Context: an optimization exercise on an open-source flow, tuned for small area, a short achievable clock period and few clock cycles per item. The choices shown serve that exercise and are no tape-out recipe.
In this exercise RTL edits were held to simulation tests only and were not proved equivalent to the original.
Power and IR drop assume default switching activity.

==> flow/constraint.sdc <==
create_clock -name core_clock -period 9.0 [get_ports {clk}]
set_input_delay 1.8000 -clock core_clock [delete_from_list [all_inputs] [get_ports {clk}]]
set_output_delay 1.8000 -clock core_clock [all_outputs]
set_load 0.01 [all_outputs]
==> flow/config.mk <==
export PLATFORM = sky130hd
export DESIGN_NAME = servo_slew_limiter
export DESIGN_NICKNAME = servo_slew_limiter
export VERILOG_FILES = /design/flow/design.v
export SDC_FILE = /design/flow/constraint.sdc
export NUM_CORES = 4
export LEC_CHECK = 0
export CAP_MARGIN = 20
export CORE_MARGIN = 2
export CORE_UTILIZATION = 40
export PLACE_DENSITY = 0.6
export SETUP_SLACK_MARGIN = 5
export SLEW_MARGIN = 20
==> flow/run.sh <==
#!/bin/bash
# synth_recipe.tcl (not shown) runs the flow's synth.tcl, then flattens the netlist and writes it again
# the make line also repeats each setting of config.mk as NAME=value (left out here)
make -C /OpenROAD-flow-scripts/flow DESIGN_CONFIG=/design/flow/config.mk WORK_HOME=/design/flow/orfs CLKGATE_MAP_FILE= SYNTH_SCRIPT=/design/flow/synth_recipe.tcl finish
==> flow/design.v <==
package sasl_pkg;
    localparam logic [7:0]  ANGLE_HOME        = 8'd90;
    localparam logic [7:0]  RAMP_STEP_RST     = 8'd3;
    localparam logic [15:0] RAMP_INTERVAL_RST = 16'd8;
    localparam logic [11:0] PULSE_MIN_RST     = 12'd1000;
    localparam logic [11:0] PULSE_MAX_RST     = 12'd2000;
endpackage
module servo_angle_slew_limiter_core (
    input  logic        clk,
    input  logic        rst_n,
    input  logic        cmd_valid,
    output logic        cmd_stall,
    input  logic        cmd_op,
    input  logic [15:0] cmd_raw_angle,
    output logic        res_valid,
    input  logic        res_stall,
    output logic [7:0]  res_target_angle,
    output logic [7:0]  res_current_angle,
    output logic [11:0] res_target_pulse_us,
    output logic [11:0] res_drive_pulse_us,
    output logic        res_drive_updated,
    input  logic        cfg_valid,
    output logic        cfg_ready,
    input  logic [1:0]  cfg_index,
    input  logic [15:0] cfg_data
);
    logic [7:0]  step_r;
    logic [15:0] itv_r;
    logic [11:0] pmin_r, pmax_r;
    logic [19:0] kx_r;
    logic        neg_r;
    logic [4:0]  seq_r;
    logic        busy;
    logic [7:0]  now_r, goal_r;
    logic [15:0] cnt_r;
    logic        s1_valid_r, s1_goal_r, s1_moved_r;
    logic [7:0]  x_r;     
    logic        s2_valid_r, s2_goal_r, s2_moved_r;
    logic [7:0]  s2_x_r;
    logic [11:0] cs_s_r, cs_t_r;
    logic        cs_c_r;
    logic        res_valid_r, res_moved_r;
    logic [7:0]  res_goal_r, res_now_r;
    logic [11:0] pg_r, pn_r;
    logic        accept, x12, x23, out_free, s2_free;
    assign cfg_ready = 1'b1;
    assign busy      = (seq_r != 5'd0);
    assign out_free  = !res_valid_r || !res_stall;
    assign s2_free   = !s2_valid_r || out_free;
    assign x12       = s1_valid_r && s2_free;
    assign x23       = s2_valid_r && out_free;
    assign cmd_stall = busy || (s1_valid_r && s2_valid_r && res_valid_r && res_stall);
    assign accept    = cmd_valid && !cmd_stall;
    always_ff @(posedge clk or negedge rst_n)
    begin
        if (!rst_n)
        begin
            step_r <= sasl_pkg::RAMP_STEP_RST;
            itv_r  <= sasl_pkg::RAMP_INTERVAL_RST;
            pmin_r <= sasl_pkg::PULSE_MIN_RST;
            pmax_r <= sasl_pkg::PULSE_MAX_RST;
        end
        else if (cfg_valid)
        begin
            case (cfg_index)
                2'd0: step_r <= cfg_data[7:0];
                2'd1: itv_r  <= cfg_data;
                2'd2: pmin_r <= cfg_data[11:0];
                2'd3: pmax_r <= cfg_data[11:0];
            endcase
        end
    end
    always_ff @(posedge clk or negedge rst_n)
    begin
        if (!rst_n)
            seq_r <= 5'd24;
        else if (cfg_valid)
            seq_r <= 5'd24;
        else if (busy)
            seq_r <= seq_r - 5'd1;
    end
    logic [12:0] span;
    logic [11:0] mx_div;
    logic [8:0]  trial;
    logic        qbit;
    assign span   = {1'b0, pmax_r} - {1'b0, pmin_r};
    assign mx_div = span[11:0] ^ {12{span[12]}};
    assign trial  = {pg_r[7:0], kx_r[19]};
    assign qbit   = (trial >= 9'd180);
    always_ff @(posedge clk)
    begin
        if (seq_r == 5'd24)
        begin
            neg_r <= span[12];
            kx_r  <= {mx_div[4:0], span[12] ? 15'h7fff : 15'd179};
        end
        else if (seq_r > 5'd3)
            kx_r  <= {kx_r[18:0], qbit ^ neg_r};
    end
    logic [11:0] mac_s, mac_t, pulse;
    logic        mac_c;
    logic [12:0] cs_sum;
    sasl_pulse_mac u_mac (
        .x    (x_r),
        .k    (kx_r),
        .pmin (pmin_r),
        .neg  (neg_r),
        .s    (mac_s),
        .t    (mac_t),
        .c    (mac_c)
    );
    assign cs_sum = {cs_s_r, 1'b1} + {cs_t_r, cs_c_r};
    assign pulse  = cs_sum[12:1];
    assign res_valid           = res_valid_r;
    assign res_target_angle    = res_goal_r;
    assign res_current_angle   = res_now_r;
    assign res_target_pulse_us = pg_r;
    assign res_drive_pulse_us  = pn_r;
    assign res_drive_updated   = res_moved_r;
    logic        raw_big, raw_mid;
    logic [8:0]  raw_half;
    logic [7:0]  goal_set;
    logic [15:0] cnt_inc;
    logic        fire, up, snap;
    logic [8:0]  gdiff, gcmp, now_up, now_dn;
    logic [7:0]  gmag;
    logic [7:0]  now_step;
    logic        move;
    assign raw_big  = (cmd_raw_angle[14:0] > 15'd360);
    assign raw_mid  = (cmd_raw_angle[8:0] > 9'd180);
    assign raw_half = {1'b0, cmd_raw_angle[8:1]} + {8'd0, cmd_raw_angle[0]};
    assign goal_set = cmd_raw_angle[15] ? 8'd0
                    : raw_big           ? 8'd180
                    : raw_mid           ? raw_half[7:0]
                    :                     cmd_raw_angle[7:0];
    assign cnt_inc  = cnt_r + 16'd1;
    assign fire     = !(17'(cnt_r) + 17'd1 < 17'(itv_r));
    assign gdiff    = {1'b0, goal_r} - {1'b0, now_r};
    assign up       = !gdiff[8];
    assign gmag     = gdiff[7:0] ^ {8{!up}};
    assign gcmp     = {1'b0, gmag} + {1'b0, ~step_r} + {8'd0, !up};
    assign snap     = !gcmp[8];
    assign now_up   = {1'b0, now_r} + {1'b0, step_r};
    assign now_dn   = {1'b0, now_r} - {1'b0, step_r};
    assign now_step = snap ? goal_r : (up ? now_up[7:0] : now_dn[7:0]);
    assign move     = fire && (now_r != goal_r) && (step_r != 8'd0);
    always_ff @(posedge clk or negedge rst_n)
    begin
        if (!rst_n)
        begin
            now_r       <= sasl_pkg::ANGLE_HOME;
            goal_r      <= sasl_pkg::ANGLE_HOME;
            cnt_r       <= 16'd0;
            s1_valid_r  <= 1'b0;
            s2_valid_r  <= 1'b0;
            res_valid_r <= 1'b0;
        end
        else
        begin
            if (accept)
            begin
                if (cmd_op)
                    goal_r <= goal_set;
                else
                begin
                    cnt_r <= fire ? 16'd0 : cnt_inc;
                    if (fire)
                        now_r <= now_step;
                end
            end
            if (accept)
                s1_valid_r <= 1'b1;
            else if (x12)
                s1_valid_r <= 1'b0;
            if (x12)
                s2_valid_r <= 1'b1;
            else if (x23)
                s2_valid_r <= 1'b0;
            if (x23)
                res_valid_r <= 1'b1;
            else if (!res_stall)
                res_valid_r <= 1'b0;
        end
    end
    always_ff @(posedge clk)
    begin
        if (accept)
        begin
            s1_goal_r  <= cmd_op;
            s1_moved_r <= !cmd_op && move;
            x_r        <= cmd_op ? goal_set : (fire ? now_step : now_r);
        end
        else if (seq_r == 5'd4)
            x_r <= goal_r;
        else if (seq_r == 5'd3)
            x_r <= now_r;
        if (x12 || seq_r == 5'd3 || seq_r == 5'd2)
        begin
            s2_goal_r <= busy ? (seq_r == 5'd3) : s1_goal_r;
            s2_x_r    <= x_r;
            cs_s_r    <= mac_s;
            cs_t_r    <= mac_t;
            cs_c_r    <= mac_c;
        end
        if (x12)
            s2_moved_r <= s1_moved_r;
        if (x23)
            res_moved_r <= s2_moved_r;
        if ((x23 || seq_r == 5'd2 || seq_r == 5'd1) && s2_goal_r)
            res_goal_r <= s2_x_r;
        if ((x23 || seq_r == 5'd2 || seq_r == 5'd1) && !s2_goal_r)
            res_now_r <= s2_x_r;
        if (seq_r == 5'd24)
            pg_r[7:0] <= {1'b0, mx_div[11:5]};
        else if (seq_r > 5'd3)
            pg_r[7:0] <= qbit ? 8'(trial - 9'd180) : trial[7:0];
        if ((x23 || seq_r == 5'd2 || seq_r == 5'd1) && s2_goal_r)
            pg_r <= pulse;
        if ((x23 || seq_r == 5'd2 || seq_r == 5'd1) && !s2_goal_r)
            pn_r <= pulse;
    end
endmodule
module sasl_pulse_mac (
    input  logic [7:0]  x,
    input  logic [19:0] k,
    input  logic [11:0] pmin,
    input  logic        neg,
    output logic [11:0] s,
    output logic [11:0] t,
    output logic        c
);
    logic w1, w2, w3, w4, w5, w6, w7, w8, w9, w10, w11, w12, w13, w14, w15, w16, w17, w18, w19, w20, w21, w22, w23, w24, w25, w26, w27, w28, w29, w30, w31, w32, w33, w34, w35, w36, w37, w38, w39, w40, w41, w42, w43, w44, w45, w46, w47, w48, w49, w50, w51, w52, w53, w54, w55, w56, w57, w58, w59, w60, w61, w62, w63, w64, w65, w66, w67, w68, w69, w70, w71, w72, w73, w74, w75, w76, w77, w78, w79, w80, w81, w82, w83, w84, w85, w86, w87, w88, w89, w90, w91, w92, w93, w94, w95, w96, w97, w98, w99, w100, w101, w102, w103, w104, w105, w106, w107, w108, w109, w110, w111, w112, w113, w114, w115, w116, w117, w118, w119, w120, w121, w122, w123, w124, w125, w126, w127, w128, w129, w130, w131, w132, w133, w134, w135, w136, w137, w138, w139, w140, w141, w142, w143, w144, w145, w146, w147, w148, w149, w150, w151, w152, w153, w154, w155, w156, w157, w158, w159, w160, w161, w162, w163, w164, w165, w166, w167, w168, w169, w170, w171, w172, w173, w174, w175, w176, w177, w178, w179, w180, w181, w182, w183, w184, w185, w186, w187, w188, w189, w190, w191, w192, w193, w194, w195, w196, w197, w198, w199, w200, w201, w202, w203, w204, w205, w206, w207, w208, w209, w210, w211, w212, w213, w214, w215, w216, w217, w218, w219, w220, w221, w222, w223, w224, w225, w226, w227, w228, w229, w230, w231, w232, w233, w234, w235, w236, w237, w238, w239, w240, w241, w242, w243, w244, w245, w246, w247, w248, w249, w250, w251, w252, w253, w254;
    logic [14:0] lo_a, lo_b;
    logic [15:0] lo_sum;
    assign w1 = (x[0] & k[5]) ^ (x[1] & k[4]);
    assign w2 = (x[0] & k[5]) & (x[1] & k[4]);
    assign w3 = (x[0] & k[6]) ^ (x[1] & k[5]) ^ (x[2] & k[4]);
    assign w4 = ((x[0] & k[6]) & (x[1] & k[5])) | ((x[0] & k[6]) & (x[2] & k[4])) | ((x[1] & k[5]) & (x[2] & k[4]));
    assign w5 = (x[3] & k[3]) ^ (x[4] & k[2]);
    assign w6 = (x[3] & k[3]) & (x[4] & k[2]);
    assign w7 = (x[0] & k[7]) ^ (x[1] & k[6]) ^ (x[2] & k[5]);
    assign w8 = ((x[0] & k[7]) & (x[1] & k[6])) | ((x[0] & k[7]) & (x[2] & k[5])) | ((x[1] & k[6]) & (x[2] & k[5]));
    assign w9 = (x[3] & k[4]) ^ (x[4] & k[3]) ^ (x[5] & k[2]);
    assign w10 = ((x[3] & k[4]) & (x[4] & k[3])) | ((x[3] & k[4]) & (x[5] & k[2])) | ((x[4] & k[3]) & (x[5] & k[2]));
    assign w11 = (x[0] & k[8]) ^ (x[1] & k[7]) ^ (x[2] & k[6]);
    assign w12 = ((x[0] & k[8]) & (x[1] & k[7])) | ((x[0] & k[8]) & (x[2] & k[6])) | ((x[1] & k[7]) & (x[2] & k[6]));
    assign w13 = (x[3] & k[5]) ^ (x[4] & k[4]) ^ (x[5] & k[3]);
    assign w14 = ((x[3] & k[5]) & (x[4] & k[4])) | ((x[3] & k[5]) & (x[5] & k[3])) | ((x[4] & k[4]) & (x[5] & k[3]));
    assign w15 = (x[0] & k[9]) ^ (x[1] & k[8]) ^ (x[2] & k[7]);
    assign w16 = ((x[0] & k[9]) & (x[1] & k[8])) | ((x[0] & k[9]) & (x[2] & k[7])) | ((x[1] & k[8]) & (x[2] & k[7]));
    assign w17 = (x[3] & k[6]) ^ (x[4] & k[5]) ^ (x[5] & k[4]);
    assign w18 = ((x[3] & k[6]) & (x[4] & k[5])) | ((x[3] & k[6]) & (x[5] & k[4])) | ((x[4] & k[5]) & (x[5] & k[4]));
    assign w19 = (x[0] & k[10]) ^ (x[1] & k[9]) ^ (x[2] & k[8]);
    assign w20 = ((x[0] & k[10]) & (x[1] & k[9])) | ((x[0] & k[10]) & (x[2] & k[8])) | ((x[1] & k[9]) & (x[2] & k[8]));
    assign w21 = (x[3] & k[7]) ^ (x[4] & k[6]) ^ (x[5] & k[5]);
    assign w22 = ((x[3] & k[7]) & (x[4] & k[6])) | ((x[3] & k[7]) & (x[5] & k[5])) | ((x[4] & k[6]) & (x[5] & k[5]));
    assign w23 = (x[0] & k[11]) ^ (x[1] & k[10]) ^ (x[2] & k[9]);
    assign w24 = ((x[0] & k[11]) & (x[1] & k[10])) | ((x[0] & k[11]) & (x[2] & k[9])) | ((x[1] & k[10]) & (x[2] & k[9]));
    assign w25 = (x[3] & k[8]) ^ (x[4] & k[7]) ^ (x[5] & k[6]);
    assign w26 = ((x[3] & k[8]) & (x[4] & k[7])) | ((x[3] & k[8]) & (x[5] & k[6])) | ((x[4] & k[7]) & (x[5] & k[6]));
    assign w27 = (x[0] & k[12]) ^ (x[1] & k[11]) ^ (x[2] & k[10]);
    assign w28 = ((x[0] & k[12]) & (x[1] & k[11])) | ((x[0] & k[12]) & (x[2] & k[10])) | ((x[1] & k[11]) & (x[2] & k[10]));
    assign w29 = (x[3] & k[9]) ^ (x[4] & k[8]) ^ (x[5] & k[7]);
    assign w30 = ((x[3] & k[9]) & (x[4] & k[8])) | ((x[3] & k[9]) & (x[5] & k[7])) | ((x[4] & k[8]) & (x[5] & k[7]));
    assign w31 = (x[0] & k[13]) ^ (x[1] & k[12]) ^ (x[2] & k[11]);
    assign w32 = ((x[0] & k[13]) & (x[1] & k[12])) | ((x[0] & k[13]) & (x[2] & k[11])) | ((x[1] & k[12]) & (x[2] & k[11]));
    assign w33 = (x[3] & k[10]) ^ (x[4] & k[9]) ^ (x[5] & k[8]);
    assign w34 = ((x[3] & k[10]) & (x[4] & k[9])) | ((x[3] & k[10]) & (x[5] & k[8])) | ((x[4] & k[9]) & (x[5] & k[8]));
    assign w35 = (x[0] & k[14]) ^ (x[1] & k[13]) ^ (x[2] & k[12]);
    assign w36 = ((x[0] & k[14]) & (x[1] & k[13])) | ((x[0] & k[14]) & (x[2] & k[12])) | ((x[1] & k[13]) & (x[2] & k[12]));
    assign w37 = (x[3] & k[11]) ^ (x[4] & k[10]) ^ (x[5] & k[9]);
    assign w38 = ((x[3] & k[11]) & (x[4] & k[10])) | ((x[3] & k[11]) & (x[5] & k[9])) | ((x[4] & k[10]) & (x[5] & k[9]));
    assign w39 = (x[0] & k[15]) ^ (x[1] & k[14]) ^ (x[2] & k[13]);
    assign w40 = ((x[0] & k[15]) & (x[1] & k[14])) | ((x[0] & k[15]) & (x[2] & k[13])) | ((x[1] & k[14]) & (x[2] & k[13]));
    assign w41 = (x[3] & k[12]) ^ (x[4] & k[11]) ^ (x[5] & k[10]);
    assign w42 = ((x[3] & k[12]) & (x[4] & k[11])) | ((x[3] & k[12]) & (x[5] & k[10])) | ((x[4] & k[11]) & (x[5] & k[10]));
    assign w43 = (x[0] & k[16]) ^ (x[1] & k[15]) ^ (x[2] & k[14]);
    assign w44 = ((x[0] & k[16]) & (x[1] & k[15])) | ((x[0] & k[16]) & (x[2] & k[14])) | ((x[1] & k[15]) & (x[2] & k[14]));
    assign w45 = (x[3] & k[13]) ^ (x[4] & k[12]) ^ (x[5] & k[11]);
    assign w46 = ((x[3] & k[13]) & (x[4] & k[12])) | ((x[3] & k[13]) & (x[5] & k[11])) | ((x[4] & k[12]) & (x[5] & k[11]));
    assign w47 = (x[0] & k[17]) ^ (x[1] & k[16]) ^ (x[2] & k[15]);
    assign w48 = ((x[0] & k[17]) & (x[1] & k[16])) | ((x[0] & k[17]) & (x[2] & k[15])) | ((x[1] & k[16]) & (x[2] & k[15]));
    assign w49 = (x[3] & k[14]) ^ (x[4] & k[13]) ^ (x[5] & k[12]);
    assign w50 = ((x[3] & k[14]) & (x[4] & k[13])) | ((x[3] & k[14]) & (x[5] & k[12])) | ((x[4] & k[13]) & (x[5] & k[12]));
    assign w51 = (x[0] & k[18]) ^ (x[1] & k[17]) ^ (x[2] & k[16]);
    assign w52 = ((x[0] & k[18]) & (x[1] & k[17])) | ((x[0] & k[18]) & (x[2] & k[16])) | ((x[1] & k[17]) & (x[2] & k[16]));
    assign w53 = (x[3] & k[15]) ^ (x[4] & k[14]) ^ (x[5] & k[13]);
    assign w54 = ((x[3] & k[15]) & (x[4] & k[14])) | ((x[3] & k[15]) & (x[5] & k[13])) | ((x[4] & k[14]) & (x[5] & k[13]));
    assign w55 = (x[0] & k[19]) ^ (x[1] & k[18]) ^ (x[2] & k[17]);
    assign w56 = ((x[0] & k[19]) & (x[1] & k[18])) | ((x[0] & k[19]) & (x[2] & k[17])) | ((x[1] & k[18]) & (x[2] & k[17]));
    assign w57 = (x[3] & k[16]) ^ (x[4] & k[15]) ^ (x[5] & k[14]);
    assign w58 = ((x[3] & k[16]) & (x[4] & k[15])) | ((x[3] & k[16]) & (x[5] & k[14])) | ((x[4] & k[15]) & (x[5] & k[14]));
    assign w59 = (x[1] & k[19]) ^ (x[2] & k[18]) ^ (x[3] & k[17]);
    assign w60 = ((x[1] & k[19]) & (x[2] & k[18])) | ((x[1] & k[19]) & (x[3] & k[17])) | ((x[2] & k[18]) & (x[3] & k[17]));
    assign w61 = (x[4] & k[16]) ^ (x[5] & k[15]) ^ ((x[6] & k[14]) | (x[7] & k[13]));
    assign w62 = ((x[4] & k[16]) & (x[5] & k[15])) | ((x[4] & k[16]) & ((x[6] & k[14]) | (x[7] & k[13]))) | ((x[5] & k[15]) & ((x[6] & k[14]) | (x[7] & k[13])));
    assign w63 = (x[2] & k[19]) ^ (x[3] & k[18]) ^ (x[4] & k[17]);
    assign w64 = ((x[2] & k[19]) & (x[3] & k[18])) | ((x[2] & k[19]) & (x[4] & k[17])) | ((x[3] & k[18]) & (x[4] & k[17]));
    assign w65 = (x[5] & k[16]) ^ ((x[6] & k[15]) | (x[7] & k[14])) ^ pmin[6];
    assign w66 = ((x[5] & k[16]) & ((x[6] & k[15]) | (x[7] & k[14]))) | ((x[5] & k[16]) & pmin[6]) | (((x[6] & k[15]) | (x[7] & k[14])) & pmin[6]);
    assign w67 = (x[3] & k[19]) ^ (x[4] & k[18]) ^ (x[5] & k[17]);
    assign w68 = ((x[3] & k[19]) & (x[4] & k[18])) | ((x[3] & k[19]) & (x[5] & k[17])) | ((x[4] & k[18]) & (x[5] & k[17]));
    assign w69 = (x[0] & k[3]) ^ (x[1] & k[2]);
    assign w70 = (x[0] & k[3]) & (x[1] & k[2]);
    assign w71 = (x[0] & k[4]) ^ (x[1] & k[3]) ^ (x[2] & k[2]);
    assign w72 = ((x[0] & k[4]) & (x[1] & k[3])) | ((x[0] & k[4]) & (x[2] & k[2])) | ((x[1] & k[3]) & (x[2] & k[2]));
    assign w73 = (x[3] & k[1]) ^ (x[4] & k[0]);
    assign w74 = (x[3] & k[1]) & (x[4] & k[0]);
    assign w75 = w1 ^ (x[2] & k[3]) ^ (x[3] & k[2]);
    assign w76 = (w1 & (x[2] & k[3])) | (w1 & (x[3] & k[2])) | ((x[2] & k[3]) & (x[3] & k[2]));
    assign w77 = (x[4] & k[1]) ^ (x[5] & k[0]) ^ neg;
    assign w78 = ((x[4] & k[1]) & (x[5] & k[0])) | ((x[4] & k[1]) & neg) | ((x[5] & k[0]) & neg);
    assign w79 = w3 ^ w5 ^ (x[5] & k[1]);
    assign w80 = (w3 & w5) | (w3 & (x[5] & k[1])) | (w5 & (x[5] & k[1]));
    assign w81 = ((x[6] & k[0])) ^ neg ^ w2;
    assign w82 = (((x[6] & k[0])) & neg) | (((x[6] & k[0])) & w2) | (neg & w2);
    assign w83 = w7 ^ w9 ^ ((x[6] & k[1]) | (x[7] & k[0]));
    assign w84 = (w7 & w9) | (w7 & ((x[6] & k[1]) | (x[7] & k[0]))) | (w9 & ((x[6] & k[1]) | (x[7] & k[0])));
    assign w85 = neg ^ w4 ^ w6;
    assign w86 = (neg & w4) | (neg & w6) | (w4 & w6);
    assign w87 = w11 ^ w13 ^ ((x[6] & k[2]) | (x[7] & k[1]));
    assign w88 = (w11 & w13) | (w11 & ((x[6] & k[2]) | (x[7] & k[1]))) | (w13 & ((x[6] & k[2]) | (x[7] & k[1])));
    assign w89 = neg ^ w8 ^ w10;
    assign w90 = (neg & w8) | (neg & w10) | (w8 & w10);
    assign w91 = w15 ^ w17 ^ ((x[6] & k[3]) | (x[7] & k[2]));
    assign w92 = (w15 & w17) | (w15 & ((x[6] & k[3]) | (x[7] & k[2]))) | (w17 & ((x[6] & k[3]) | (x[7] & k[2])));
    assign w93 = neg ^ w12 ^ w14;
    assign w94 = (neg & w12) | (neg & w14) | (w12 & w14);
    assign w95 = w19 ^ w21 ^ ((x[6] & k[4]) | (x[7] & k[3]));
    assign w96 = (w19 & w21) | (w19 & ((x[6] & k[4]) | (x[7] & k[3]))) | (w21 & ((x[6] & k[4]) | (x[7] & k[3])));
    assign w97 = neg ^ w16 ^ w18;
    assign w98 = (neg & w16) | (neg & w18) | (w16 & w18);
    assign w99 = w23 ^ w25 ^ ((x[6] & k[5]) | (x[7] & k[4]));
    assign w100 = (w23 & w25) | (w23 & ((x[6] & k[5]) | (x[7] & k[4]))) | (w25 & ((x[6] & k[5]) | (x[7] & k[4])));
    assign w101 = neg ^ w20 ^ w22;
    assign w102 = (neg & w20) | (neg & w22) | (w20 & w22);
    assign w103 = w27 ^ w29 ^ ((x[6] & k[6]) | (x[7] & k[5]));
    assign w104 = (w27 & w29) | (w27 & ((x[6] & k[6]) | (x[7] & k[5]))) | (w29 & ((x[6] & k[6]) | (x[7] & k[5])));
    assign w105 = neg ^ w24 ^ w26;
    assign w106 = (neg & w24) | (neg & w26) | (w24 & w26);
    assign w107 = w31 ^ w33 ^ ((x[6] & k[7]) | (x[7] & k[6]));
    assign w108 = (w31 & w33) | (w31 & ((x[6] & k[7]) | (x[7] & k[6]))) | (w33 & ((x[6] & k[7]) | (x[7] & k[6])));
    assign w109 = neg ^ w28 ^ w30;
    assign w110 = (neg & w28) | (neg & w30) | (w28 & w30);
    assign w111 = w35 ^ w37 ^ ((x[6] & k[8]) | (x[7] & k[7]));
    assign w112 = (w35 & w37) | (w35 & ((x[6] & k[8]) | (x[7] & k[7]))) | (w37 & ((x[6] & k[8]) | (x[7] & k[7])));
    assign w113 = neg ^ w32 ^ w34;
    assign w114 = (neg & w32) | (neg & w34) | (w32 & w34);
    assign w115 = w39 ^ w41 ^ ((x[6] & k[9]) | (x[7] & k[8]));
    assign w116 = (w39 & w41) | (w39 & ((x[6] & k[9]) | (x[7] & k[8]))) | (w41 & ((x[6] & k[9]) | (x[7] & k[8])));
    assign w117 = pmin[0] ^ w36 ^ w38;
    assign w118 = (pmin[0] & w36) | (pmin[0] & w38) | (w36 & w38);
    assign w119 = w43 ^ w45 ^ ((x[6] & k[10]) | (x[7] & k[9]));
    assign w120 = (w43 & w45) | (w43 & ((x[6] & k[10]) | (x[7] & k[9]))) | (w45 & ((x[6] & k[10]) | (x[7] & k[9])));
    assign w121 = pmin[1] ^ w40 ^ w42;
    assign w122 = (pmin[1] & w40) | (pmin[1] & w42) | (w40 & w42);
    assign w123 = w47 ^ w49 ^ ((x[6] & k[11]) | (x[7] & k[10]));
    assign w124 = (w47 & w49) | (w47 & ((x[6] & k[11]) | (x[7] & k[10]))) | (w49 & ((x[6] & k[11]) | (x[7] & k[10])));
    assign w125 = pmin[2] ^ w44 ^ w46;
    assign w126 = (pmin[2] & w44) | (pmin[2] & w46) | (w44 & w46);
    assign w127 = w51 ^ w53 ^ ((x[6] & k[12]) | (x[7] & k[11]));
    assign w128 = (w51 & w53) | (w51 & ((x[6] & k[12]) | (x[7] & k[11]))) | (w53 & ((x[6] & k[12]) | (x[7] & k[11])));
    assign w129 = pmin[3] ^ w48 ^ w50;
    assign w130 = (pmin[3] & w48) | (pmin[3] & w50) | (w48 & w50);
    assign w131 = w55 ^ w57 ^ ((x[6] & k[13]) | (x[7] & k[12]));
    assign w132 = (w55 & w57) | (w55 & ((x[6] & k[13]) | (x[7] & k[12]))) | (w57 & ((x[6] & k[13]) | (x[7] & k[12])));
    assign w133 = pmin[4] ^ w52 ^ w54;
    assign w134 = (pmin[4] & w52) | (pmin[4] & w54) | (w52 & w54);
    assign w135 = w59 ^ w61 ^ pmin[5];
    assign w136 = (w59 & w61) | (w59 & pmin[5]) | (w61 & pmin[5]);
    assign w137 = (neg & x[0]) ^ w56 ^ w58;
    assign w138 = ((neg & x[0]) & w56) | ((neg & x[0]) & w58) | (w56 & w58);
    assign w139 = w63 ^ w65 ^ (neg & ~x[1]);
    assign w140 = (w63 & w65) | (w63 & (neg & ~x[1])) | (w65 & (neg & ~x[1]));
    assign w141 = (neg & ~x[0]) ^ w60 ^ w62;
    assign w142 = ((neg & ~x[0]) & w60) | ((neg & ~x[0]) & w62) | (w60 & w62);
    assign w143 = w67 ^ ((x[6] & k[16]) | (x[7] & k[15])) ^ pmin[7];
    assign w144 = (w67 & ((x[6] & k[16]) | (x[7] & k[15]))) | (w67 & pmin[7]) | (((x[6] & k[16]) | (x[7] & k[15])) & pmin[7]);
    assign w145 = (neg & ~x[2]) ^ w64 ^ w66;
    assign w146 = ((neg & ~x[2]) & w64) | ((neg & ~x[2]) & w66) | (w64 & w66);
    assign w147 = (x[4] & k[19]) ^ (x[5] & k[18]) ^ ((x[6] & k[17]) | (x[7] & k[16]));
    assign w148 = ((x[4] & k[19]) & (x[5] & k[18])) | ((x[4] & k[19]) & ((x[6] & k[17]) | (x[7] & k[16]))) | ((x[5] & k[18]) & ((x[6] & k[17]) | (x[7] & k[16])));
    assign w149 = pmin[8] ^ (neg & ~x[3]) ^ w68;
    assign w150 = (pmin[8] & (neg & ~x[3])) | (pmin[8] & w68) | ((neg & ~x[3]) & w68);
    assign w151 = (x[5] & k[19]) ^ ((x[6] & k[18]) | (x[7] & k[17])) ^ pmin[9];
    assign w152 = ((x[5] & k[19]) & ((x[6] & k[18]) | (x[7] & k[17]))) | ((x[5] & k[19]) & pmin[9]) | (((x[6] & k[18]) | (x[7] & k[17])) & pmin[9]);
    assign w153 = (x[0] & k[2]) ^ (x[1] & k[1]);
    assign w154 = (x[0] & k[2]) & (x[1] & k[1]);
    assign w155 = w69 ^ (x[2] & k[1]) ^ (x[3] & k[0]);
    assign w156 = (w69 & (x[2] & k[1])) | (w69 & (x[3] & k[0])) | ((x[2] & k[1]) & (x[3] & k[0]));
    assign w157 = w71 ^ w73 ^ neg;
    assign w158 = (w71 & w73) | (w71 & neg) | (w73 & neg);
    assign w159 = w75 ^ w77 ^ w72;
    assign w160 = (w75 & w77) | (w75 & w72) | (w77 & w72);
    assign w161 = w79 ^ w81 ^ w76;
    assign w162 = (w79 & w81) | (w79 & w76) | (w81 & w76);
    assign w163 = w83 ^ w85 ^ w80;
    assign w164 = (w83 & w85) | (w83 & w80) | (w85 & w80);
    assign w165 = w87 ^ w89 ^ w84;
    assign w166 = (w87 & w89) | (w87 & w84) | (w89 & w84);
    assign w167 = w91 ^ w93 ^ w88;
    assign w168 = (w91 & w93) | (w91 & w88) | (w93 & w88);
    assign w169 = w95 ^ w97 ^ w92;
    assign w170 = (w95 & w97) | (w95 & w92) | (w97 & w92);
    assign w171 = w99 ^ w101 ^ w96;
    assign w172 = (w99 & w101) | (w99 & w96) | (w101 & w96);
    assign w173 = w103 ^ w105 ^ w100;
    assign w174 = (w103 & w105) | (w103 & w100) | (w105 & w100);
    assign w175 = w107 ^ w109 ^ w104;
    assign w176 = (w107 & w109) | (w107 & w104) | (w109 & w104);
    assign w177 = w111 ^ w113 ^ w108;
    assign w178 = (w111 & w113) | (w111 & w108) | (w113 & w108);
    assign w179 = w115 ^ w117 ^ w112;
    assign w180 = (w115 & w117) | (w115 & w112) | (w117 & w112);
    assign w181 = w119 ^ w121 ^ w116;
    assign w182 = (w119 & w121) | (w119 & w116) | (w121 & w116);
    assign w183 = w123 ^ w125 ^ w120;
    assign w184 = (w123 & w125) | (w123 & w120) | (w125 & w120);
    assign w185 = w127 ^ w129 ^ w124;
    assign w186 = (w127 & w129) | (w127 & w124) | (w129 & w124);
    assign w187 = w131 ^ w133 ^ w128;
    assign w188 = (w131 & w133) | (w131 & w128) | (w133 & w128);
    assign w189 = w135 ^ w137 ^ w132;
    assign w190 = (w135 & w137) | (w135 & w132) | (w137 & w132);
    assign w191 = w139 ^ w141 ^ w136;
    assign w192 = (w139 & w141) | (w139 & w136) | (w141 & w136);
    assign w193 = w143 ^ w145 ^ w140;
    assign w194 = (w143 & w145) | (w143 & w140) | (w145 & w140);
    assign w195 = w147 ^ w149 ^ w144;
    assign w196 = (w147 & w149) | (w147 & w144) | (w149 & w144);
    assign w197 = w151 ^ (neg & ~x[4]) ^ w148;
    assign w198 = (w151 & (neg & ~x[4])) | (w151 & w148) | ((neg & ~x[4]) & w148);
    assign w199 = ((x[6] & k[19]) | (x[7] & k[18])) ^ pmin[10] ^ (neg & ~x[5]);
    assign w200 = (((x[6] & k[19]) | (x[7] & k[18])) & pmin[10]) | (((x[6] & k[19]) | (x[7] & k[18])) & (neg & ~x[5])) | (pmin[10] & (neg & ~x[5]));
    assign w201 = ((x[7] & k[19])) ^ pmin[11];
    assign w202 = ((x[7] & k[19])) & pmin[11];
    assign w203 = (x[0] & k[1]) ^ (x[1] & k[0]);
    assign w204 = (x[0] & k[1]) & (x[1] & k[0]);
    assign w205 = w153 ^ (x[2] & k[0]) ^ neg;
    assign w206 = (w153 & (x[2] & k[0])) | (w153 & neg) | ((x[2] & k[0]) & neg);
    assign w207 = w155 ^ neg ^ w154;
    assign w208 = (w155 & neg) | (w155 & w154) | (neg & w154);
    assign w209 = w157 ^ w70 ^ w156;
    assign w210 = (w157 & w70) | (w157 & w156) | (w70 & w156);
    assign w211 = w159 ^ w74 ^ w158;
    assign w212 = (w159 & w74) | (w159 & w158) | (w74 & w158);
    assign w213 = w161 ^ w78 ^ w160;
    assign w214 = (w161 & w78) | (w161 & w160) | (w78 & w160);
    assign w215 = w163 ^ w82 ^ w162;
    assign w216 = (w163 & w82) | (w163 & w162) | (w82 & w162);
    assign w217 = w165 ^ w86 ^ w164;
    assign w218 = (w165 & w86) | (w165 & w164) | (w86 & w164);
    assign w219 = w167 ^ w90 ^ w166;
    assign w220 = (w167 & w90) | (w167 & w166) | (w90 & w166);
    assign w221 = w169 ^ w94 ^ w168;
    assign w222 = (w169 & w94) | (w169 & w168) | (w94 & w168);
    assign w223 = w171 ^ w98 ^ w170;
    assign w224 = (w171 & w98) | (w171 & w170) | (w98 & w170);
    assign w225 = w173 ^ w102 ^ w172;
    assign w226 = (w173 & w102) | (w173 & w172) | (w102 & w172);
    assign w227 = w175 ^ w106 ^ w174;
    assign w228 = (w175 & w106) | (w175 & w174) | (w106 & w174);
    assign w229 = w177 ^ w110 ^ w176;
    assign w230 = (w177 & w110) | (w177 & w176) | (w110 & w176);
    assign w231 = w179 ^ w114 ^ w178;
    assign w232 = (w179 & w114) | (w179 & w178) | (w114 & w178);
    assign w233 = w181 ^ w118 ^ w180;
    assign w234 = (w181 & w118) | (w181 & w180) | (w118 & w180);
    assign w235 = w183 ^ w122 ^ w182;
    assign w236 = (w183 & w122) | (w183 & w182) | (w122 & w182);
    assign w237 = w185 ^ w126 ^ w184;
    assign w238 = (w185 & w126) | (w185 & w184) | (w126 & w184);
    assign w239 = w187 ^ w130 ^ w186;
    assign w240 = (w187 & w130) | (w187 & w186) | (w130 & w186);
    assign w241 = w189 ^ w134 ^ w188;
    assign w242 = (w189 & w134) | (w189 & w188) | (w134 & w188);
    assign w243 = w191 ^ w138 ^ w190;
    assign w244 = (w191 & w138) | (w191 & w190) | (w138 & w190);
    assign w245 = w193 ^ w142 ^ w192;
    assign w246 = (w193 & w142) | (w193 & w192) | (w142 & w192);
    assign w247 = w195 ^ w146 ^ w194;
    assign w248 = (w195 & w146) | (w195 & w194) | (w146 & w194);
    assign w249 = w197 ^ w150 ^ w196;
    assign w250 = (w197 & w150) | (w197 & w196) | (w150 & w196);
    assign w251 = w199 ^ w152 ^ w198;
    assign w252 = (w199 & w152) | (w199 & w198) | (w152 & w198);
    assign w253 = w201 ^ (neg & ~x[6]) ^ w200;
    assign w254 = (w201 & (neg & ~x[6])) | (w201 & w200) | ((neg & ~x[6]) & w200);
    assign lo_a = {w229, w227, w225, w223, w221, w219, w217, w215, w213, w211, w209, w207, w205, w203, (x[0] & k[0])};
    assign lo_b = {w228, w226, w224, w222, w220, w218, w216, w214, w212, w210, w208, w206, w204, neg, neg};
    assign lo_sum = {1'b0, lo_a} + {1'b0, lo_b};
    assign c = lo_sum[15];
    assign s = {w253, w251, w249, w247, w245, w243, w241, w239, w237, w235, w233, w231};
    assign t = {w252, w250, w248, w246, w244, w242, w240, w238, w236, w234, w232, w230};
endmodule
module servo_slew_limiter (
    input  logic        clk,
    input  logic        rst_n,
    input  logic        cmd_valid,
    output logic        cmd_stall,
    input  logic        cmd_op,
    input  logic [15:0] cmd_raw_angle,
    output logic        res_valid,
    input  logic        res_stall,
    output logic [7:0]  res_target_angle,
    output logic [7:0]  res_current_angle,
    output logic [11:0] res_target_pulse_us,
    output logic [11:0] res_drive_pulse_us,
    output logic        res_drive_updated,
    input  logic        cfg_valid,
    output logic        cfg_ready,
    input  logic [1:0]  cfg_index,
    input  logic [15:0] cfg_data
);
    servo_angle_slew_limiter_core u_core (
        .clk                 (clk),
        .rst_n               (rst_n),
        .cmd_valid           (cmd_valid),
        .cmd_stall           (cmd_stall),
        .cmd_op              (cmd_op),
        .cmd_raw_angle       (cmd_raw_angle),
        .res_valid           (res_valid),
        .res_stall           (res_stall),
        .res_target_angle    (res_target_angle),
        .res_current_angle   (res_current_angle),
        .res_target_pulse_us (res_target_pulse_us),
        .res_drive_pulse_us  (res_drive_pulse_us),
        .res_drive_updated   (res_drive_updated),
        .cfg_valid           (cfg_valid),
        .cfg_ready           (cfg_ready),
        .cfg_index           (cfg_index),
        .cfg_data            (cfg_data)
    );
endmodule
==> impl_summary.log, run 1 <==
[metrics] run status: complete, no violations
[metrics] reg2reg end: u_core.cs_c_r$_DFFE_PP_
[metrics] worst path setup slack after routing: around 5.0 ns
[metrics] worst flop-to-flop path startpoint: u_core.x_r[3]$_DFFE_PP_
[metrics] post-synthesis instance area: around 0.015 sq mm
[metrics] fraction of final layout cells with drive strength greater than 1: between 15 and 20%
[metrics] flip-flop and latch count after synthesis: about 200
[metrics] PwrDens: 369 mW/mm^2
[metrics] type of element launching the critical path: primary input
[metrics] number of sinks on the clock net: 195
[metrics] clock latency on the worst-skew pair: ~0.45 ns
[metrics] most used cells in the layout excluding fill and tap cells: 188 x sky130_fd_sc_hd__inv_1, 152 x sky130_fd_sc_hd__nand2_1, 119 x sky130_fd_sc_hd__fa_1
[metrics] Post-Synthesis Net Count: approximately 1700
[metrics] synthesis-to-layout area growth: 18.7%
[metrics] post-route total power: ~6600 uW
[metrics] synthesized instance count: around 1500
[metrics] Final period util: 44.1%
[metrics] Pre-antenna DRT Iters: 5
[metrics] clock tree from TritonCTS: built
[metrics] die width: 198 um
[metrics] static power due to leakage: between 0.007 and 0.008 uW
[metrics] total congestion overflow: 0
[metrics] worst supply voltage drop on vdd: roughly 0.24 mV
[metrics] n_diodes: 0
[metrics] synthesized area divided by synthesized cell count: about 10 sq um
[metrics] clock-pin slew of the registers on the worst-case setup and hold paths: around 0.07 ns
[metrics] data required time of the worst path: roughly 7.2 ns
[metrics] Root Buffer: sky130_fd_sc_hd__clkbuf_16
[metrics] final number of hold-violating endpoints: 0
[metrics] first-pass GRT wire length: slightly below 60 mm
[metrics] initial antenna violation count: 0
[metrics] sum of negative setup slack: 0 ns
[metrics] IO Count: 84
[metrics] average via count per standard cell: ~5.3
[metrics] Detailed Route Iter0 Violations: 756
[metrics] share of synthesized area occupied by flip-flops and latches: a little over a third
[metrics] worst slack at placement: 4.03 ns
[metrics] DIE HEIGHT: between 150 and 200 um
[metrics] cells on worst reg2reg path: 13
[metrics] area of the die: around 0.04 sq mm
[metrics] Clock Skew: approximately 0.012 ns
[metrics] async set or reset register ratio after synthesis: 45.1%
[metrics] Slew headroom: between 40% and 50%
[metrics] metal1 wirelength: about 17 mm
[metrics] placement row count: 70
[metrics] wire per inst: about 18 um
[metrics] start point of the critical path: res_stall
[metrics] number of failing setup endpoints in the final timing report: 0
[metrics] maximum buffer depth of the clock tree: 2
[metrics] Max Fclk: roughly 0.25 GHz
[metrics] end point of the worst hold path: u_core.res_moved_r$_DFFE_PP_
[metrics] Hold/Removal Path Class: reg -> reg
[metrics] Initial Util: roughly two fifths
[metrics] core region area: 0.0368 sq mm
[metrics] Least-Margin Pin Slew: around 0.87 ns
[metrics] start point of the worst min-delay path: u_core.s2_moved_r$_DFFE_PP_
[metrics] crit path kind: in -> out
[metrics] number of remaining DRC errors: 0
[metrics] largest net degree at the start of global routing: 62
[metrics] largest fanout of any net on the critical path: 2
[metrics] most common library cell in the layout ignoring fill and taps: sky130_fd_sc_hd__inv_1
[metrics] fin nets: 1839
[metrics] Data arrival, critical path: around 2.2 ns
[metrics] Top FF cell, synth: sky130_fd_sc_hd__edfxtp_1
[metrics] post-detailed-routing wire length: between 30 and 40 mm
[metrics] number of warnings issued by yosys: 1
[metrics] unrepaired setup endpoints after global routing: yes
[metrics] number of H-tree branching levels: 4
[metrics] cell type contributing the most total cell area after synthesis: sky130_fd_sc_hd__edfxtp_1
[metrics] routability congestion estimate: approximately 0.87
[metrics] Area contributors post-synth: sky130_fd_sc_hd__edfxtp_1 21%, sky130_fd_sc_hd__fa_1 16%, sky130_fd_sc_hd__dfrtp_1 10%
[metrics] post-route minimum period: 3.97 ns
[metrics] share of the synthesized area in the top cell type: 21.4%
[metrics] number of enable flip-flop cells after synthesis: ~110
[metrics] uppermost layer routed: met4
[metrics] number of slew-limit violations in the final report: 0
[metrics] GRT Resource Usage Total: about a fifth
[metrics] number of port buffers: 82
[metrics] detailed placement HPWL: 26.7 mm
[metrics] detailed-routed wire length on met2: 18.1 mm
[metrics] critical path endpoint category: output port
[metrics] setup slack on the worst flop-to-flop path: a little over 5 ns
[metrics] max capacitance violation total: 0
[metrics] via count of the first global-routing pass: between 10000 and 15000
[metrics] instance count along the most critical hold path: 0
[metrics] library cells used by synthesis: 81
[metrics] total of fill cells in the finished design: 3424
[metrics] total via count in the routed design: roughly 11000
[metrics] Routed Antenna Nets: 0
[metrics] met3 wire len: 1.65 mm
[metrics] CTS Buf Count: 17
==> cell type report <==
class,count,area (sq um),area share [%]
tap,468,586,3.28
sequential,195,5450,30.5
multi-input combinational,993,8880,49.8
inverter,202,763,4.28
timing repair buffer,175,1620,9.09
clock inverter,12,98.8,0.554
clock buffer,20,437,2.45
==> critical path, cell delays in order <==
cell                      delay (ns)
sky130_fd_sc_hd__buf_6          0.09
sky130_fd_sc_hd__nand4_1        0.09
sky130_fd_sc_hd__nand2_1        0.06
sky130_fd_sc_hd__buf_2          0.13
==> worst max path at each step <==
stage          cells past startpoint  slack [ns]                 endpoint
2_1_floorplan                     13        5.00  u_core.cs_c_r$_DFFE_PP_
3_3_place_gp                       4        4.03                cmd_stall
3_5_place_dp                       4        4.03                cmd_stall
4_1_cts                            4        4.97                cmd_stall
5_1_grt                           19        4.93  u_core.x_r[6]$_DFFE_PP_
6_report                           4        5.03                cmd_stall
==> cell usage after synthesis (all sizes together) (11+ instances only) <==
master    n
clkbuf   49
nor3     16
a21o     24
and2     65
nand4    14
xnor2    58
buf      11
edfxtp  107
mux2     47
a21oi    40
inv     200
fa      123
ha       92
dfrtp    63
nand3    21
nor2b    15
a22o     14
nor2     61
xor2     19
nand2   160
nand2b   18
a22oi    12
o21ai    66
dfstp    25
==> report_power, final <==
part	internal, uW	switching (uW)	leakage [uW]
registers	1260	180	0.00207
clock network	361	369	0.000252
logic	2100	2300	0.00561
total	3720	2850	0.00793
==> stage by stage <==
step | hold slack, ns | cell area (sq um) | util (%) | cells
after CTS | 0.425 | 17400 | 47.4 | 2042
after global routing | 0.429 | 17800 | 48.5 | 2065
after detailed placement | 0.407 | 16300 | 44.4 | 1957
after floorplan | 0.400 | 15000 | - | 1450
final | 0.424 | 17800 | 48.5 | 2065
after global placement | 0.406 | 16300 | 44.4 | 1957
==> layer usage <==
layer,vias up,GRT usage [%]
met5,-,0
met4,0,6.13
met3,56,3.13
met2,258,32.7
met1,5474,27.0
li1,5149,-
==> sequential cells by signal (all words and copies together), names as in the netlist, 12 cells and up <==
name and count:
u_core.cnt_r 16, u_core.pmin_r 12, u_core.itv_r 16, u_core.kx_r 20
u_core.pn_r 12, u_core.cs_s_r 12, u_core.cs_t_r 12, u_core.pmax_r 12
u_core.pg_r 12
==> logic make-up after synthesis <==
family	synth area share, %
buffers and inverters	6.71
AND/OR/NAND/NOR	13.4
adder cells (fa/ha/maj)	24.1
other	0.0250
flip-flops	36.3
XOR/XNOR	4.49
multiplexers	4.19
AO/OA/AOI/OAI	10.9
==> repair_timing <==
action                                  4_1_cts  5_1_grt
gates cloned                                  2        1
buffers inserted                             51       22
hold buffers                                  0        0
endpoints found under the setup margin       17       17
pin swaps                                    13       60
resized for setup                            34       60
Testbench counts, summed over its fixed seeds: cycles 24,208, items 24,000.
==> run 2: changes to the inputs <==
--- a/flow/config.mk
+++ b/flow/config.mk
@@ -7,7 +7,7 @@
 export LEC_CHECK = 0
 export CAP_MARGIN = 20
 export CORE_MARGIN = 2
-export CORE_UTILIZATION = 40
-export PLACE_DENSITY = 0.6
+export CORE_UTILIZATION = 50
+export PLACE_DENSITY = 0.65
 export SETUP_SLACK_MARGIN = 5
 export SLEW_MARGIN = 20
==> run 2 against run 1 <==
- still clean on timing, DRC and antenna
- area after synthesis did not move
- power is 0.30% lower
- routed wire length is 2.7% lower
- utilization grew 12 points
- synthesized cell count unchanged
- non-clock buffer count rose by 1
- fmax increased by 0.31%
==> impl_summary.log, run 2 <==
[metrics] type of element launching the critical path: primary input
[metrics] core region area: a little under 0.03 sq mm
[metrics] Clock Skew: 0.0111 ns
[metrics] placement row count: 63
[metrics] reg2reg end: u_core.cs_c_r$_DFFE_PP_
[metrics] number of warnings issued by yosys: 1
[metrics] worst flop-to-flop path startpoint: u_core.x_r[0]$_DFFE_PP_
[metrics] Top FF cell, synth: sky130_fd_sc_hd__edfxtp_1
[metrics] synthesized area divided by synthesized cell count: approximately 10 sq um
[metrics] fin nets: between 1500 and 2000
[metrics] average via count per standard cell: ~5.5
[metrics] Data arrival, critical path: 2.16 ns
[metrics] post-route minimum period: 3.96 ns
[metrics] number of enable flip-flop cells after synthesis: between 100 and 150
[metrics] critical path endpoint category: output port
[metrics] flip-flop and latch count after synthesis: between 150 and 200
[metrics] start point of the critical path: res_stall
[metrics] Initial Util: 50.7%
[metrics] n_diodes: 0
[metrics] detailed placement HPWL: 25.5 mm
[metrics] wire per inst: about 18 um
[metrics] CTS Buf Count: 17
[metrics] number of remaining DRC errors: 0
[metrics] Post-Synthesis Net Count: roughly 1700
[metrics] number of failing setup endpoints in the final timing report: 0
[metrics] synthesized instance count: ~1500
[metrics] max capacitance violation total: 0
[metrics] cell type contributing the most total cell area after synthesis: sky130_fd_sc_hd__edfxtp_1
[metrics] Detailed Route Iter0 Violations: roughly 730
[metrics] sum of negative setup slack: 0 ns
[metrics] number of H-tree branching levels: 4
[metrics] Final period util: about 44%
[metrics] largest stage delay on the critical path: 0.13 ns
[metrics] number of port buffers: 82
[metrics] static power due to leakage: between 0.008 and 0.009 uW
[metrics] number of sinks on the clock net: between 150 and 200
[metrics] Fin Hold WS: around 0.44 ns
[metrics] setup slack on the worst flop-to-flop path: 5.08 ns
[metrics] synthesis-to-layout area growth: 18.8%
[metrics] total via count in the routed design: 11000
[metrics] via count of the first global-routing pass: 11200
[metrics] clock latency on the worst-skew pair: roughly 0.45 ns
[metrics] clock-pin slew of the registers on the worst-case setup and hold paths: 0.08 ns
[metrics] PwrDens: ~370 mW/mm^2
[metrics] Hold/Removal Path Class: reg -> reg
[metrics] Area contributors post-synth: sky130_fd_sc_hd__edfxtp_1 21%, sky130_fd_sc_hd__fa_1 16%, sky130_fd_sc_hd__dfrtp_1 10%
[metrics] worst slack at placement: approximately 4 ns
[metrics] die width: approximately 180 um
[metrics] cell with the most instances after synthesis: sky130_fd_sc_hd__inv_1
[metrics] cells on worst reg2reg path: 14
[metrics] number of slew-limit violations in the final report: 0
[metrics] worst supply voltage drop on vdd: about 0.41 mV
[metrics] share of synthesized area occupied by flip-flops and latches: between 30% and 40%
[metrics] data required time of the worst path: 7.20 ns
[metrics] Pre-antenna DRT Iters: 5
[metrics] number of gates on the worst path with buffers counted: 4
[metrics] async set or reset register ratio after synthesis: 45.1%
[metrics] ranking of synthesized cells by instance count: 199 x sky130_fd_sc_hd__inv_1, 160 x sky130_fd_sc_hd__nand2_1, 123 x sky130_fd_sc_hd__fa_1
[metrics] CP Buf/Inv Count: 2
[metrics] number of flip-flops in the largest register: 20
[metrics] GRT Resource Usage Total: between 20 and 25%
[metrics] fraction of final layout cells with drive strength greater than 1: about 18%
[metrics] unrepaired setup endpoints after global routing: yes
[metrics] IO Count: 84
[metrics] post-synthesis instance area: ~0.015 sq mm
[metrics] crit path kind: in -> out
[metrics] largest reg by FF count: u_core.kx_r
[metrics] Root Buffer: sky130_fd_sc_hd__clkbuf_16
[metrics] library cells used by synthesis: 81
[metrics] critical path cell sequence: buf_6, nand4_1, nand2_1, buf_2
[metrics] most common library cell in the layout ignoring fill and taps: sky130_fd_sc_hd__inv_1
[metrics] DIE HEIGHT: around 180 um
[metrics] final number of hold-violating endpoints: 0
[metrics] Least-Margin Pin Slew: 0.867 ns
[metrics] clock tree from TritonCTS: built
[metrics] Routed Antenna Nets: 0
[metrics] area of the die: 0.0315 sq mm
[metrics] total congestion overflow: 0
[metrics] crit path capture: cmd_stall
[metrics] Slew headroom: between 40% and 50%
[metrics] initial antenna violation count: 0
[metrics] share of the synthesized area in the top cell type: 21.4%
[metrics] Crit path max-delay family: buffers and inverters
[metrics] run status: complete, no violations
[metrics] routability congestion estimate: approximately 0.85
[metrics] Slowest-stage cell, CP: sky130_fd_sc_hd__buf_2
[metrics] first-pass GRT wire length: just under 60 mm
[metrics] largest net degree at the start of global routing: 78
[metrics] worst path setup slack after routing: a little over 5 ns
[metrics] maximum buffer depth of the clock tree: 2
[metrics] largest registers in the final layout: u_core.kx_r: 20 flops, u_core.cnt_r: 16 flops, u_core.itv_r: 16 flops
[metrics] Max Fclk: 0.253 GHz
[metrics] largest fanout of any net on the critical path: 2
[metrics] most used cells in the layout excluding fill and tap cells: 186 x sky130_fd_sc_hd__inv_1, 149 x sky130_fd_sc_hd__nand2_1, 119 x sky130_fd_sc_hd__fa_1
[metrics] post-detailed-routing wire length: 36.7 mm
==> run 2: cell counts after synthesis <==
No cell type changed its count.
==> run 2: metal layers <==
| layer | vias to the layer above | track usage, % | share of wire (%) |
|---|---|---|---|
| li1 | 5132 | - | - |
| met1 | 5465 | 31.1 | 42 |
| met2 | 317 | 41.8 | 50 |
| met3 | 99 | 3.28 | 5.0 |
| met4 | 0 | 9.12 | 3.5 |
| met5 | - | 0 | 0 |
==> run 2: report_power, final <==
part	internal, uW	switching, uW
registers	1260	164
clock network	447	365
logic	2040	2280
total	3740	2810
==> run 2: layout make-up <==
cell class	instances	area (sq um)
flip-flops and latches	195	5450
well taps	390	488
fillers	2465	11800
clock buffers	18	429
multi-input cells	993	8860
repair buffers	176	1660
clock inverters	14	201
inverters	202	764
==> run 2: worst min-delay path by stage <==
stage | startpoint | end | slack (ns) | cells after the start
2_1_floorplan | u_core.s2_moved_r$_DFFE_PP_ | u_core.res_moved_r$_DFFE_PP_ | 0.40 | 0
3_3_place_gp | u_core.s2_moved_r$_DFFE_PP_ | u_core.res_moved_r$_DFFE_PP_ | 0.41 | 0
3_5_place_dp | u_core.s2_moved_r$_DFFE_PP_ | u_core.res_moved_r$_DFFE_PP_ | 0.42 | 0
4_1_cts | u_core.s2_moved_r$_DFFE_PP_ | u_core.res_moved_r$_DFFE_PP_ | 0.44 | 0
5_1_grt | u_core.s2_moved_r$_DFFE_PP_ | u_core.res_moved_r$_DFFE_PP_ | 0.44 | 0
6_report | u_core.s2_moved_r$_DFFE_PP_ | u_core.res_moved_r$_DFFE_PP_ | 0.44 | 0
==> run 2: per-stage QoR <==
stage / cells / util [%] / power (uW) / area, sq um
after floorplan: 1450 / - / 4170 / 15000
after global placement: 1873 / 54.6 / 4970 / 16200
after detailed placement: 1873 / 54.6 / 5140 / 16200
after CTS: 1970 / 58.9 / 6180 / 17500
after global routing: 1988 / 60.2 / 7280 / 17900
final: 1988 / 60.2 / 6550 / 17900
==> run 2: logic make-up after synthesis <==
| group | Yosys count | share of synthesized area [%] |
|---|---|---|
| flip-flops | 195 | 36.3 |
| adder cells (fa/ha/maj) | 215 | 24.1 |
| other | 1 | 0.0250 |
| AND/OR/NAND/NOR | 404 | 13.4 |
| buffers and inverters | 262 | 6.71 |
| AO/OA/AOI/OAI | 239 | 10.9 |
| XOR/XNOR | 77 | 4.49 |
| multiplexers | 57 | 4.19 |
==> run 2: repair_timing <==
action,CTS,global route
endpoints found under the hold margin,0,0
hold buffers,0,0
pin swaps,24,54
resized for setup,35,71
setup buffers,63,17
setup endpoints to repair,14,13
gates cloned,2,1

static timing again, ports no longer ideal:
Ports are ideal in the flow. The routed layouts listed here were re-timed in OpenROAD. Step 1 assumes that a clkbuf_16 drives the clock port and a buf_2 every other input. Step 2 moves the port delays by t, midway between the first and last clock arrival at a register: inputs arrive t later, outputs are due t later. That takes back most of the time a late clock gives input paths. a / b / c = ideal ports / drivers / drivers and shift; a / b = the first two.
run	t (ns)	setup slack, ns	worst setup path at the end	slew at the worst register clock pin (ns)	worst slew at a driven data input, ns
run 1	0.496	5.029 / 4.990 / 4.636	input to register	0.08 / 0.08	0.04
run 2	0.492	5.042 / 4.998 / 4.598	input to register	0.08 / 0.08	0.05
After both steps every run listed still meets setup and hold. For run 2, which loses most, drivers alone change the setup slack by -0.044 ns; drivers and shift together by -0.444 ns.
